Background: an optimization exercise with open tools, aiming at small area. Do not read the settings as production practice. No run shown here included a check of the RTL's function; only the layout flow was run. Power and IR drop assume default switching activity.

File: design/flow/design.v
module apbSubsystem (
    input  logic        HCLK,
    input  logic        HRESETn,
    input  logic [31:0] hAddr_i,
    input  logic [1:0]  hTrans_i,
    input  logic        hWrite_i,
    input  logic [31:0] hWData_i,
    input  logic        hSel_i,
    input  logic        hReady_i,
    output logic [31:0] hRData_o,
    output logic        hReadyOut_o,
    output logic        pwm_o,
    output logic        timerIrq_o
);
    logic setupQ;
    logic accessQ;
    logic start;
    assign hReadyOut_o = ~(setupQ | accessQ);
    assign start       = hSel_i & hReady_i & hTrans_i[1] & hReadyOut_o;
    always_ff @(posedge HCLK or negedge HRESETn) begin
        if (!HRESETn) begin
            setupQ  <= 1'b0;
            accessQ <= 1'b0;
        end else begin
            setupQ  <= start;
            accessQ <= setupQ;
        end
    end
    logic       slotHit;
    logic       pwmQ;
    logic [2:0] offQ;
    logic       writeQ;
    assign slotHit = (hAddr_i[23:21] == 3'd0);
    always_ff @(posedge HCLK) begin
        if (hReadyOut_o) begin
            pwmQ   <= slotHit & hAddr_i[20];
            offQ   <= hAddr_i[4:2] | {3{~slotHit}};
            writeQ <= hWrite_i;
        end
    end
    logic selTTmr, selTPre, selTCmp, selTSts, selTCtl;
    logic selPPre, selPPer, selPDuty, selPCtl;
    logic wr;
    assign selTTmr  = ~pwmQ & (offQ == 3'd0);
    assign selTPre  = ~pwmQ & (offQ == 3'd1);
    assign selTCmp  = ~pwmQ & (offQ == 3'd2);
    assign selTSts  = ~pwmQ & (offQ == 3'd3);
    assign selTCtl  = ~pwmQ & (offQ == 3'd4);
    assign selPPre  =  pwmQ & (offQ == 3'd0);
    assign selPPer  =  pwmQ & (offQ == 3'd1);
    assign selPDuty =  pwmQ & (offQ == 3'd2);
    assign selPCtl  =  pwmQ & (offQ == 3'd3);
    assign wr       = accessQ & writeQ;
    logic [31:0] tPreD, tCmpD, pPreD, pPerD, pDutyD;
    logic        tPreV, tCmpV, pPreV, pPerV, pDutyV;
    logic        tEn, pEn;
    always_ff @(posedge HCLK) begin
        if (wr && selTPre)  tPreD  <= hWData_i;
        if (wr && selTCmp)  tCmpD  <= hWData_i;
        if (wr && selPPre)  pPreD  <= hWData_i;
        if (wr && selPPer)  pPerD  <= hWData_i;
        if (wr && selPDuty) pDutyD <= hWData_i;
    end
    always_ff @(posedge HCLK or negedge HRESETn) begin
        if (!HRESETn) begin
            tPreV  <= 1'b0;
            tCmpV  <= 1'b0;
            pPreV  <= 1'b0;
            pPerV  <= 1'b0;
            pDutyV <= 1'b0;
            tEn    <= 1'b0;
            pEn    <= 1'b0;
        end else if (wr) begin
            if (selTPre)  tPreV  <= 1'b1;
            if (selTCmp)  tCmpV  <= 1'b1;
            if (selPPre)  pPreV  <= 1'b1;
            if (selPPer)  pPerV  <= 1'b1;
            if (selPDuty) pDutyV <= 1'b1;
            if (selTCtl)  tEn    <= hWData_i[0];
            if (selPCtl)  pEn    <= hWData_i[0];
        end
    end
    logic [31:0] tPreCnt;
    logic [31:0] tTmrL;
    logic [31:0] tTmr;
    logic        tKeep;
    logic        tInc;
    logic        tOv;
    logic        tOvL;
    logic        tTick;
    logic        tWrap;
    logic [32:0] tPc;
    logic [32:0] tTc;
    logic        tGe;
    always_comb begin
        tPc[0] = 1'b1;
        tTc[0] = tInc;
        for (int i = 0; i < 32; i++) begin
            tPc[i+1] = tPc[i] & tPreCnt[i];
            tTc[i+1] = tTc[i] & tTmrL[i];
        end
        tTmr = (tTmrL ^ tTc[31:0]) & {32{tKeep}};
        tGe  = 1'b1;
        for (int i = 0; i < 32; i++) begin
            tGe = (tTmr[i] & ~tCmpD[i]) | ((tTmr[i] | ~tCmpD[i]) & tGe);
        end
    end
    assign tTick = tEn & (~tPreV | (tPreCnt == tPreD));
    assign tWrap = tTick & (~tCmpV | tGe);
    always_ff @(posedge HCLK) begin
        tPreCnt <= (tPreCnt ^ tPc[31:0]) & {32{tEn & ~tTick}};
        tTmrL   <= tTmr;
        tInc    <= tTick;
        tOvL    <= tOv;
    end
    always_ff @(posedge HCLK or negedge HRESETn) begin
        if (!HRESETn) begin
            tKeep <= 1'b0;
        end else begin
            tKeep <= tEn & ~tWrap;
        end
    end
    always_ff @(posedge HCLK or negedge HRESETn) begin
        if (!HRESETn) begin
            tOv <= 1'b0;
        end else if (tWrap) begin
            tOv <= 1'b1;
        end else if (wr && selTSts && hWData_i[0]) begin
            tOv <= 1'b0;
        end
    end
    assign timerIrq_o = tOv;
    logic [31:0] pPreCnt;
    logic [31:0] pCnt;
    logic        pTick;
    logic [32:0] pPc;
    logic [32:0] pCc;
    logic        pGe;    
    logic        pGeD;   
    always_comb begin
        pGe  = 1'b1;
        pGeD = 1'b1;
        for (int i = 0; i < 32; i++) begin
            pGe  = (pCnt[i] & ~pPerD[i])  | ((pCnt[i] | ~pPerD[i])  & pGe);
            pGeD = (pCnt[i] & ~pDutyD[i]) | ((pCnt[i] | ~pDutyD[i]) & pGeD);
        end
    end
    assign pTick = pEn & (~pPreV | (pPreCnt == pPreD));
    always_comb begin
        pPc[0] = 1'b1;
        pCc[0] = pTick;
        for (int i = 0; i < 32; i++) begin
            pPc[i+1] = pPc[i] & pPreCnt[i];
            pCc[i+1] = pCc[i] & pCnt[i];
        end
    end
    always_ff @(posedge HCLK) begin
        pPreCnt <= (pPreCnt ^ pPc[31:0]) & {32{pEn & ~pTick}};
        pCnt    <= (pCnt ^ pCc[31:0]) & {32{pEn & ~(pTick & (~pPerV | pGe))}};
    end
    always_ff @(posedge HCLK or negedge HRESETn) begin
        if (!HRESETn) begin
            pwm_o <= 1'b0;
        end else begin
            pwm_o <= pEn & pDutyV & ~pGeD;
        end
    end
    always_comb begin
        hRData_o = ({32{selTTmr}}           & tTmrL)
                 | ({32{selTPre  & tPreV}}  & tPreD)
                 | ({32{selTCmp  & tCmpV}}  & tCmpD)
                 | ({32{selPPre  & pPreV}}  & pPreD)
                 | ({32{selPPer  & pPerV}}  & pPerD)
                 | ({32{selPDuty & pDutyV}} & pDutyD);
        hRData_o[0] = hRData_o[0] | (selTSts & tOvL) | (selTCtl & tEn) | (selPCtl & pEn);
    end
endmodule
File: design/flow/run.sh
#!/bin/bash
# synth_recipe.tcl (not shown) runs the flow's synth.tcl, then flattens the netlist and writes it again
# the make line also repeats each setting of config.mk as NAME=value (left out here)
make -C /OpenROAD-flow-scripts/flow DESIGN_CONFIG=/design/flow/config.mk WORK_HOME=/design/flow/orfs CLKGATE_MAP_FILE= SYNTH_SCRIPT=/design/flow/synth_recipe.tcl finish
File: design/flow/config.mk
export PLATFORM = sky130hd
export DESIGN_NAME = apbSubsystem
export DESIGN_NICKNAME = apbSubsystem
export VERILOG_FILES = /design/flow/design.v
export SDC_FILE = /design/flow/constraint.sdc
export NUM_CORES = 4
export LEC_CHECK = 0
export CAP_MARGIN = 20
export CORE_MARGIN = 2
export CORE_UTILIZATION = 35
export CTS_BUF_LIST = sky130_fd_sc_hd__clkbuf_8
export CTS_CLUSTER_SIZE = 30
export SLEW_MARGIN = 20
File: design/flow/constraint.sdc
create_clock -name core_clock -period 6.0 [get_ports {HCLK}]
set_input_delay 1.2000 -clock core_clock [delete_from_list [all_inputs] [get_ports {HCLK}]]
set_output_delay 1.2000 -clock core_clock [all_outputs]
set_load 0.01 [all_outputs]
==> summary.txt, run 1 <==
Setup path
Data on the critical path arrives at its endpoint at 6.93 ns. The number of cells on the worst reg-to-reg path is 37. The family with the most delay on the worst path is adder cells. The critical path starts at tTmrL[0]. The worst setup path is of the reg -> reg kind. Together, buffers and inverters on the worst path number 0. The worst setup path is launched from a register.

In this run the critical register-to-register path is captured at tOv. The largest individual stage delay along the critical path comes from the cell sky130_fd_sc_hd__a2111o_1. In this run the register-to-register setup slack is -0.44 ns.

The worst stage delay on the critical path is 0.38 ns. At the worst endpoint, the required time is 6.48 ns. The endpoint kind of the worst setup timing path is a register. The cell occurring most often along the worst timing path is sky130_fd_sc_hd__ha_4. The biggest fanout along the worst timing path is 2. The critical register-to-register path startpoint is tTmrL[0].

Yosys
The post-synthesis sequential element count is 307. The number of nets handed over by synthesis was 1371. For this run, the number of Yosys warnings is 1.

Summed over all instances, the cell type with the most area after synthesis is sky130_fd_sc_hd__edfxtp_1. Synthesis handed over a netlist of 1178 instances. For this run, asynchronously set or reset flops after synthesis account for 3.91%.

The fraction of post-synthesis cell area in the top cell type by area is 35.1%. After synthesis, the cell types taking the most area are sky130_fd_sc_hd__edfxtp_1, sky130_fd_sc_hd__dfxtp_1, sky130_fd_sc_hd__ha_1. The area of the mapped netlist is 0.0141 mm^2. The number of flops mapped to enable cells by yosys is 165. Among all flip-flop cells after synthesis, the most frequent one is sky130_fd_sc_hd__edfxtp_1. The number of distinct standard cells referenced by the synthesized netlist is 65.

The average footprint of a synthesized cell is 12.0 um^2. The share of the Yosys chip area taken by registers is 55.7%.

Floorplanning
The floorplan step defined a die boundary enclosing 0.0419 mm^2. The number of core rows is 73. The initial utilization of the core area, before any placement, comes to 35.5%.

The top-level I/O count is 106. In this run the vertical extent of the chip is 205 um. After floorplanning, the core was sized to cover 0.0397 mm^2. The die is 205 um wide.

Clock tree
For the worst-skew pair, the clock arrives at the later sink with an insertion delay of 0.59 ns. For this design, the CTS-stage hold fixing added 0 buffers. In this run, CTS created clock tree buffers numbering 52. The total number of clock tree sinks is 307.

The buffer levels on the longest clock path is 3. The clock tree root driver cell is sky130_fd_sc_hd__clkbuf_8. In this run the number of H-tree levels came out at 2. TritonCTS built the clock tree. Clock-pin slew was measured on the worst setup and hold paths at 0.07 ns.

Placement
Routability-driven placement finished with a final weighted congestion of 0.831. Detailed placement ended at an HPWL of 27.4 mm. Port buffering added 79 buffers.

Route
The initial detailed-routing violation count is 616. The routed layout has 9788 vias. Summed over all layers, the routed wires come to 37.9 mm. The first-pass detailed-route iteration total is 5. The number of DRC violations after detailed routing is 0.

After detailed routing, the average wire length per cell comes to 19.9 um. After detailed routing, the number of vias per cell comes to 5.14. The count of nets left with antenna violations once routing finished came out at 0.

Power and ir drop
The internal power is 3.19 mW. The relative contribution of sequential cells to total power is 54.4%. The static leakage is 6.92 nW.

Of the total power, the clock network draws 43.9%. The analysis attributes to net switching a power of 0.894 mW. The sum of internal, switching and leakage power is 4.09 mW. The part of the power in combinational logic is 1.7%. Of the total power, the share spent switching nets is 21.9%. The power per standard cell area is 227 mW/mm^2. The peak supply drop is 132 uV.

Status
The flow ran to the end, but the layout failed its checks. The layout checks failed on negative setup slack.

Worst hold path
The min-delay analysis places its worst path in the category reg -> reg. The worst-case hold path end point is accessQ. The launch point of the worst hold path is setupQ. The worst hold path depth is 0.

Layout
The post-layout utilization of the core is 45.3%. The area growth from synthesis to layout is 27.6%. Cells with a size suffix above 1 make up 20.1% of the layout. At the end of the flow, the number of nets in the layout was 1531.

Global route
The number of global-route vias before repair is 10200. The global-route congestion overflow total is 0. The number of antenna violations at the first check in global routing is 1. The first global-routing pass estimated 58.3 mm of wire. The largest net degree at the start of global routing is 34. The overall fraction of global-route tracks in use is 18.4%.

Timing
Timing would allow up to 155 MHz. The clock skew after layout is 0.0256 ns. The final hold violation count is 0.

Setup violations remaining at the end of the flow were counted as 5. The worst-case headroom to the max-slew limit is 40.2%. The setup TNS is -1.58 ns. The max-slew violation count is 0.

Setup repair after global routing could not meet its margin everywhere. Subtracting the final worst setup slack from the clock period gives 6.44 ns. At the pin with the least slew margin, the transition time is 0.897 ns. After layout, the worst path uses 107% of the clock period. In the post-route analysis, the smallest setup slack over all paths is -0.443 ns.

Flow run
The max-cap check violation count is 0.
flip-flops by register name, summed over array words and instances (netlist names), 3 cells and up:
register  count
tPreCnt      32
pPreCnt      32
tTmrL        32
tPreD        32
tCmpD        32
pCnt         32
offQ          3
pDutyD       32
pPreD        32
pPerD        32
worst max-delay path by stage:
stage	endpoint	cells past startpoint
floorplan	tOv	37
global placement	pCnt[31]	38
detailed placement	pCnt[31]	38
CTS	pCnt[31]	39
global route	pCnt[31]	39
finish	tOv	37
placed cells by master, fill, tap and decap left out, types with 7 or more instances in the layout:
cell                              instances
sky130_fd_sc_hd__nand2_1                 56
sky130_fd_sc_hd__dfrtp_1                 12
sky130_fd_sc_hd__clkdlybuf4s50_1         79
sky130_fd_sc_hd__clkinv_1                 7
sky130_fd_sc_hd__maj3_1                  23
sky130_fd_sc_hd__or2_2                    8
sky130_fd_sc_hd__xor2_1                  64
sky130_fd_sc_hd__ha_1                    14
sky130_fd_sc_hd__nand2b_1                30
sky130_fd_sc_hd__dfxtp_1                125
sky130_fd_sc_hd__buf_4                   67
sky130_fd_sc_hd__a22oi_1                 96
sky130_fd_sc_hd__nor4_1                  17
sky130_fd_sc_hd__ha_4                    77
sky130_fd_sc_hd__and2_1                  99
sky130_fd_sc_hd__clkbuf_8                59
sky130_fd_sc_hd__nor2b_1                 16
sky130_fd_sc_hd__ha_2                    31
sky130_fd_sc_hd__edfxtp_1               165
sky130_fd_sc_hd__nor3_1                   9
sky130_fd_sc_hd__nor2_1                  25
sky130_fd_sc_hd__o21ai_0                 14
sky130_fd_sc_hd__nand3_1                 37
sky130_fd_sc_hd__a21oi_1                 18
sky130_fd_sc_hd__inv_1                   98
sky130_fd_sc_hd__o22ai_1                 12
kinds of logic after synthesis:
kind of cell	after synthesis	share of synthesized area, %
and+or+nand+nor	330	12.9
DFF	307	55.7
AOI/OAI and AO/OA	207	10.9
adders and majority gates	148	12.7
buffers and inverters	116	3.33
xor gates and xnor gates	68	4.22
muxes	2	0.160
timing repair:
action / 4_1_cts / 5_1_grt
gates cloned: 0 / 0
setup buffers: 0 / 1
pin swaps: 6 / 4
setup endpoints to repair: 13 / 11
resized for setup: 46 / 32
power by group through the flow:
stage                     Combinational, mW  Sequential [mW]  Clock (mW)
final                                0.0681             2.22        1.79
after floorplan                      0.0163             2.26           0
after detailed placement             0.0678             2.27           0
after global placement               0.0666             2.27           0
after global routing                 0.0736             2.22        1.93
after CTS                            0.0689             2.22        1.84
stage by stage:
step,std cells,hold slack (ns),worst slack [ns],instance area [um^2]
2_1_floorplan,1178,0.354,-0.0949,14800
3_3_place_gp,1808,0.359,-0.601,16600
3_5_place_dp,1808,0.361,-0.612,16600
4_1_cts,1904,0.371,-0.473,17800
5_1_grt,1906,0.405,-0.637,18000
6_report,1906,0.365,-0.443,18000
cell usage after synthesis, drive strengths merged (2+ instances only):
| cell type | n |
|---|---|
| a2111oi | 3 |
| a21boi | 3 |
| a21o | 2 |
| a21oi | 19 |
| a221oi | 5 |
| a222oi | 6 |
| a22o | 5 |
| a22oi | 96 |
| a2bb2oi | 2 |
| a311oi | 3 |
| a31oi | 6 |
| a41oi | 2 |
| and2 | 102 |
| and3 | 6 |
| buf | 5 |
| clkbuf | 35 |
| dfrtp | 12 |
| dfxtp | 130 |
| edfxtp | 165 |
| ha | 122 |
| inv | 76 |
| maj3 | 26 |
| mux2 | 2 |
| nand2 | 56 |
| nand2b | 30 |
| nand3 | 37 |
| nand3b | 3 |
| nand4 | 6 |
| nor2 | 25 |
| nor2b | 16 |
| nor3 | 12 |
| nor3b | 3 |
| nor4 | 21 |
| o2111ai | 5 |
| o211a | 2 |
| o211ai | 2 |
| o21a | 2 |
| o21ai | 15 |
| o221ai | 3 |
| o22ai | 12 |
| o2bb2ai | 2 |
| o31ai | 2 |
| or2 | 9 |
| xnor2 | 3 |
| xor2 | 65 |
per-layer routing:
metal  routed length (um)  GRT usage [%]  share of wire [%]
met5                    0              0                  0
met4                  821           5.49                2.2
met3                 1800           3.09                4.8
met2                18800           31.6                 50
met1                16500           23.6                 43
final cells by class:
class | count | area, um^2
clock buffer | 59 | 812
clock inverter | 37 | 183
fill | 3634 | 21700
tap | 525 | 657
inverter | 76 | 285
multi-input combinational | 755 | 6900
timing repair buffer | 146 | 1290
sequential | 307 | 7860
antenna | 1 | 2.50
worst register-to-register path: cells and delay by family, from the launching register on:
family / cells / cell delay [ns]
fa+ha+maj: 31 / 4.85
simple gates: 2 / 0.22
compound gates: 3 / 0.78
flops: 1 / 0.34
xor+xnor: 1 / 0.15
==> run 2, diff against run 1 <==
--- a/design/flow/config.mk
+++ b/design/flow/config.mk
@@ -10,4 +10,4 @@
 export CORE_UTILIZATION = 35
-export CTS_BUF_LIST = sky130_fd_sc_hd__clkbuf_8
-export CTS_CLUSTER_SIZE = 30
+export CTS_BUF_LIST = sky130_fd_sc_hd__clkbuf_4
+export CTS_CLUSTER_SIZE = 20
 export SLEW_MARGIN = 20
==> run 2 against run 1 <==
Compared with the run above: still fails the layout checks on negative setup slack; fmax up 0.18%; power up 2.4%; register-to-register slack about the same; hold slack better by 0.013 ns; setup slack better by 0.012 ns; sequential cell count unchanged; clock skew up 0.014 ns; area after synthesis unchanged; critical path type unchanged; largest power group unchanged; highest routed layer unchanged.
==> summary.txt, run 2 <==
Status
The flow ran to the end, but the layout failed its checks. The reasons given for failing layout checks are negative setup slack.

Yosys
The post-synthesis sequential element count is 307. The count of yosys warnings during synthesis is 1. The share of flip-flops with an asynchronous set or reset is 3.91%. After technology mapping, the gate count stands at 1178. The largest family of logic cells by synthesized area is simple AND/OR/NAND/NOR gates. The share of synthesized area spent on multiplexers is 0.160%.

The fraction of post-synthesis cell area in the top cell type by area is 35.1%. Synthesis produced a netlist with a net count of 1371. Of the total synthesized cell area, the portion taken by full adders, half adders and majority gates is 12.7%.

The number of distinct standard cells referenced by the synthesized netlist is 65. The commonest cells after synthesis are sky130_fd_sc_hd__edfxtp_1, sky130_fd_sc_hd__dfxtp_1, sky130_fd_sc_hd__ha_1. After synthesis, the mean cell area works out to 12.0 um^2. The cell accounting for the most synthesized area is sky130_fd_sc_hd__edfxtp_1. The simple logic cell fraction of the synthesized area is 12.9%. The proportion of synthesized chip area in sequential cells is 55.7%. Yosys mapped a number of flops with a built-in enable equal to 165. The synthesized netlist devotes 10.9% of its cell area to compound gates. In the post-synthesis netlist, the cell with the most instances is sky130_fd_sc_hd__edfxtp_1. Summing the areas of all xor and xnor instances in the mapped netlist gives 4.22% of the synthesized area.

Yosys attributes the largest share of cell area to sky130_fd_sc_hd__edfxtp_1, sky130_fd_sc_hd__dfxtp_1, sky130_fd_sc_hd__ha_1. Summing every instance area after synthesis gives 0.0141 mm^2. The flip-flop cell with the highest count after synthesis is sky130_fd_sc_hd__edfxtp_1.

Floorplanning
The area of the die is 0.0419 mm^2. The number of core rows is 73. The die height is 205 um. 106 I/O pins were placed. The placeable core area is 0.0397 mm^2. The starting density of the core is 35.5%.

From left edge to right edge, the die measures 205 um.

Setup path
The biggest fanout along the worst timing path is 2. The startpoint identified for the worst register-to-register timing path is tInc. The destination of the worst register-to-register timing path is tOv. For the worst setup path, the data required time is 6.57 ns. The cell with the biggest individual delay on the critical path is sky130_fd_sc_hd__a2111o_1.

The endpoint kind of the worst setup timing path is a register. STA classifies the critical path startpoint as a register. In this run the worst setup path begins at tInc.

On the worst path, the slowest cell contributes a delay of 0.38 ns. The worst setup slack for register-to-register paths is -0.43 ns. In this design, the critical path's most frequently occurring cell is sky130_fd_sc_hd__ha_4.

For the worst flop-to-flop path, the logic depth is 37. Following the worst setup path forward leads to its endpoint at tOv. The type of the worst setup path is reg -> reg. For the worst setup path, the data arrival time is 7.00 ns.

Timing
Setup repair after global routing could not meet its margin everywhere. For the pin with the worst max-slew slack, the measured transition is 0.896 ns. The maximum clock frequency is 155 MHz. The clock skew after layout is 0.0396 ns. Setup slack on the critical path of the routed design comes to -0.431 ns.

The final critical path time including I/O delays and setup is 6.43 ns. Setup violations remaining at the end of the flow were counted as 5. The final hold violation count came to 0. The max-slew violation count is 0. The worst-case headroom to the max-slew limit is 40.2%. Adding up every negative setup slack in the final design gives -1.56 ns. After layout, the worst path uses 107% of the clock period.

Power and ir drop
The share of total power in the clock network is 45.2%. The peak supply drop is 99.3 uV. In this run the power spent charging and discharging nets is 0.892 mW. The internal power is 3.29 mW.

The static leakage is 7.00 nW. The relative contribution of sequential cells to total power is 53.1%. The power per standard cell area is 231 mW/mm^2. Combinational logic is responsible for 1.6% of the overall power. Net switching is 21.3% of the power.

Layout
The post-layout utilization of the core is 45.5%. The library cell used most frequently in the layout, excluding fill and tap cells, is sky130_fd_sc_hd__edfxtp_1. Summing all flip-flop and latch instances after layout gives 0.00786 mm^2. The layout has 3665 filler cells. The number of nets in the layout is 1562.

The proportion of layout cells with a drive suffix above 1 is 24.5%. In the layout the commonest cells are sky130_fd_sc_hd__edfxtp_1, sky130_fd_sc_hd__clkbuf_4, sky130_fd_sc_hd__dfxtp_1. The multi-input combinational cells in the finished layout cover a total of 0.00688 mm^2.

Compared with the post-synthesis result, the final layout area differs by 28.3%.

Clock tree
After clock tree synthesis, the clock-pin slew on the worst setup and hold paths is 0.07 ns. The total CTS buffers is 83. The TritonCTS clock tree is yes. The total number of clock tree sinks is 307.

The later-pin clock latency in the skew report is 0.71 ns. The buffer levels on the longest clock path is 3. In this run the clock root is driven by a sky130_fd_sc_hd__clkbuf_4. In this run the number of H-tree levels came out at 3.

Placement
The last weighted congestion value of the routability-driven placer is 0.831. The detailed-placement wirelength estimate is 27.4 mm. The count of buffers from port buffering is 79.

Route
In this run, the number of DRC markers left after iteration 0 of detailed routing was 642. The detailed-route vias per instance is 5.07. The count of antenna-violating nets left after detailed routing is 0. In the routed design, unresolved DRC markers number 0.

The sum of routed wire length over all layers is 37.9 mm. The first detailed-routing pass ran for 7 iterations. Dividing the detail-routed wire length by the instance count gives 19.3 um. The total number of vias is 9967.

Flow run
The max-cap check violation count is 0.

Global route
The first global-routing pass estimated 58.3 mm of wire. Entering global routing, the biggest net connects 34 pins. The number of antenna violations at the first check in global routing came to 3. The number of global-route vias before repair is 10400. The global-route congestion overflow total is 0. The overall fraction of global-route tracks in use is 18.4%.

Worst hold path
The tightest min-delay check is of the reg -> reg type.
[run 2: area by class of cell]
cell class	instances	area share (%)
antenna	3	0.0415
clock buffer	139	5.77
clock inverter	13	0.284
inverter	76	1.58
multi-input combinational	755	38.1
sequential	307	43.5
tap	525	3.63
timing repair buffer	146	7.15
[run 2: what timing repair did]
item	4_1_cts	5_1_grt
setup endpoints to repair	12	12
hold buffers	0	0
resized for setup	44	32
hold endpoints to repair	0	0
setup buffers	0	1
pin swaps	6	5
[run 2: worst max-delay path, delay by kind of cell (launching register included)]
family | cells | cell delay (ns)
adder cells (fa/ha/maj) | 31 | 4.85
AO/OA/AOI/OAI | 3 | 0.77
flip-flops | 1 | 0.34
AND/OR/NAND/NOR | 2 | 0.21
XOR/XNOR | 1 | 0.15
[run 2: how the worst min path moves through the flow]
stage	from	endpoint	slack, ns	depth (start not counted)
floorplan	setupQ	accessQ	0.35	0
global placement	setupQ	accessQ	0.36	0
detailed placement	setupQ	accessQ	0.36	0
CTS	setupQ	accessQ	0.38	0
global route	setupQ	accessQ	0.41	0
finish	setupQ	accessQ	0.38	0
[run 2: kinds of logic (layout without fill, tap and decap cells)]
logic type	count (synthesis)	in the layout
other cells	0	3
buf+inv	116	374
fa+ha+maj	148	148
mux	2	2
flops	307	307
compound gates	207	207
simple gates	330	330
xor+xnor	68	68
[run 2: power by group through the flow]
stage / sequential (mW) / combinational (mW) / clock, mW
floorplan: 2.26 / 0.0163 / 0
global placement: 2.27 / 0.0666 / 0
finish: 2.22 / 0.0687 / 1.89
global route: 2.22 / 0.0742 / 2.06
CTS: 2.22 / 0.0687 / 1.95
detailed placement: 2.27 / 0.0678 / 0
[run 2: metal layers]
metal / share of wire, % / GRT usage, % / vias to the layer above
li1: - / - / 4787
met1: 44 / 23.3 / 4862
met2: 49 / 31.4 / 261
met3: 4.9 / 3.95 / 57
met4: 2.0 / 5.75 / 0
met5: 0 / 0 / -
[run 2: through the flow]
stage / hold WS, ns / instance area [um^2] / setup WS, ns / total power, mW / cells
after floorplan: 0.354 / 14800 / -0.0949 / 2.28 / 1178
after global placement: 0.359 / 16600 / -0.601 / 2.33 / 1808
after detailed placement: 0.361 / 16600 / -0.612 / 2.34 / 1808
after CTS: 0.378 / 17900 / -0.495 / 4.24 / 1960
after global routing: 0.409 / 18100 / -0.659 / 4.36 / 1964
final: 0.378 / 18100 / -0.431 / 4.18 / 1964

## what the ideal ports hide
The flow's constraints put no driver on any port. The routed layouts listed below were extracted and timed again, unchanged, in two steps.
Step 1 assumes that a clkbuf_16 drives the clock port and a buf_2 every other input.
Step 2, shift: input delay + t, output delay - t, t = (earliest + latest rising clock arrival at the registers) / 2. This alone moves slack from input paths to output paths.
Three values: ideal, step 1, step 2; two values: the first two.
| run | shift t [ns] | setup slack, ns | worst register clock-pin slew, ns | worst data-port slew with drivers (ns) |
|---|---|---|---|---|
| run 1 | 0.630 | -0.443 / -0.443 / -0.443 | 0.07 / 0.07 | 0.04 |
| run 2 | 0.730 | -0.431 / -0.431 / -0.431 | 0.07 / 0.07 | 0.04 |
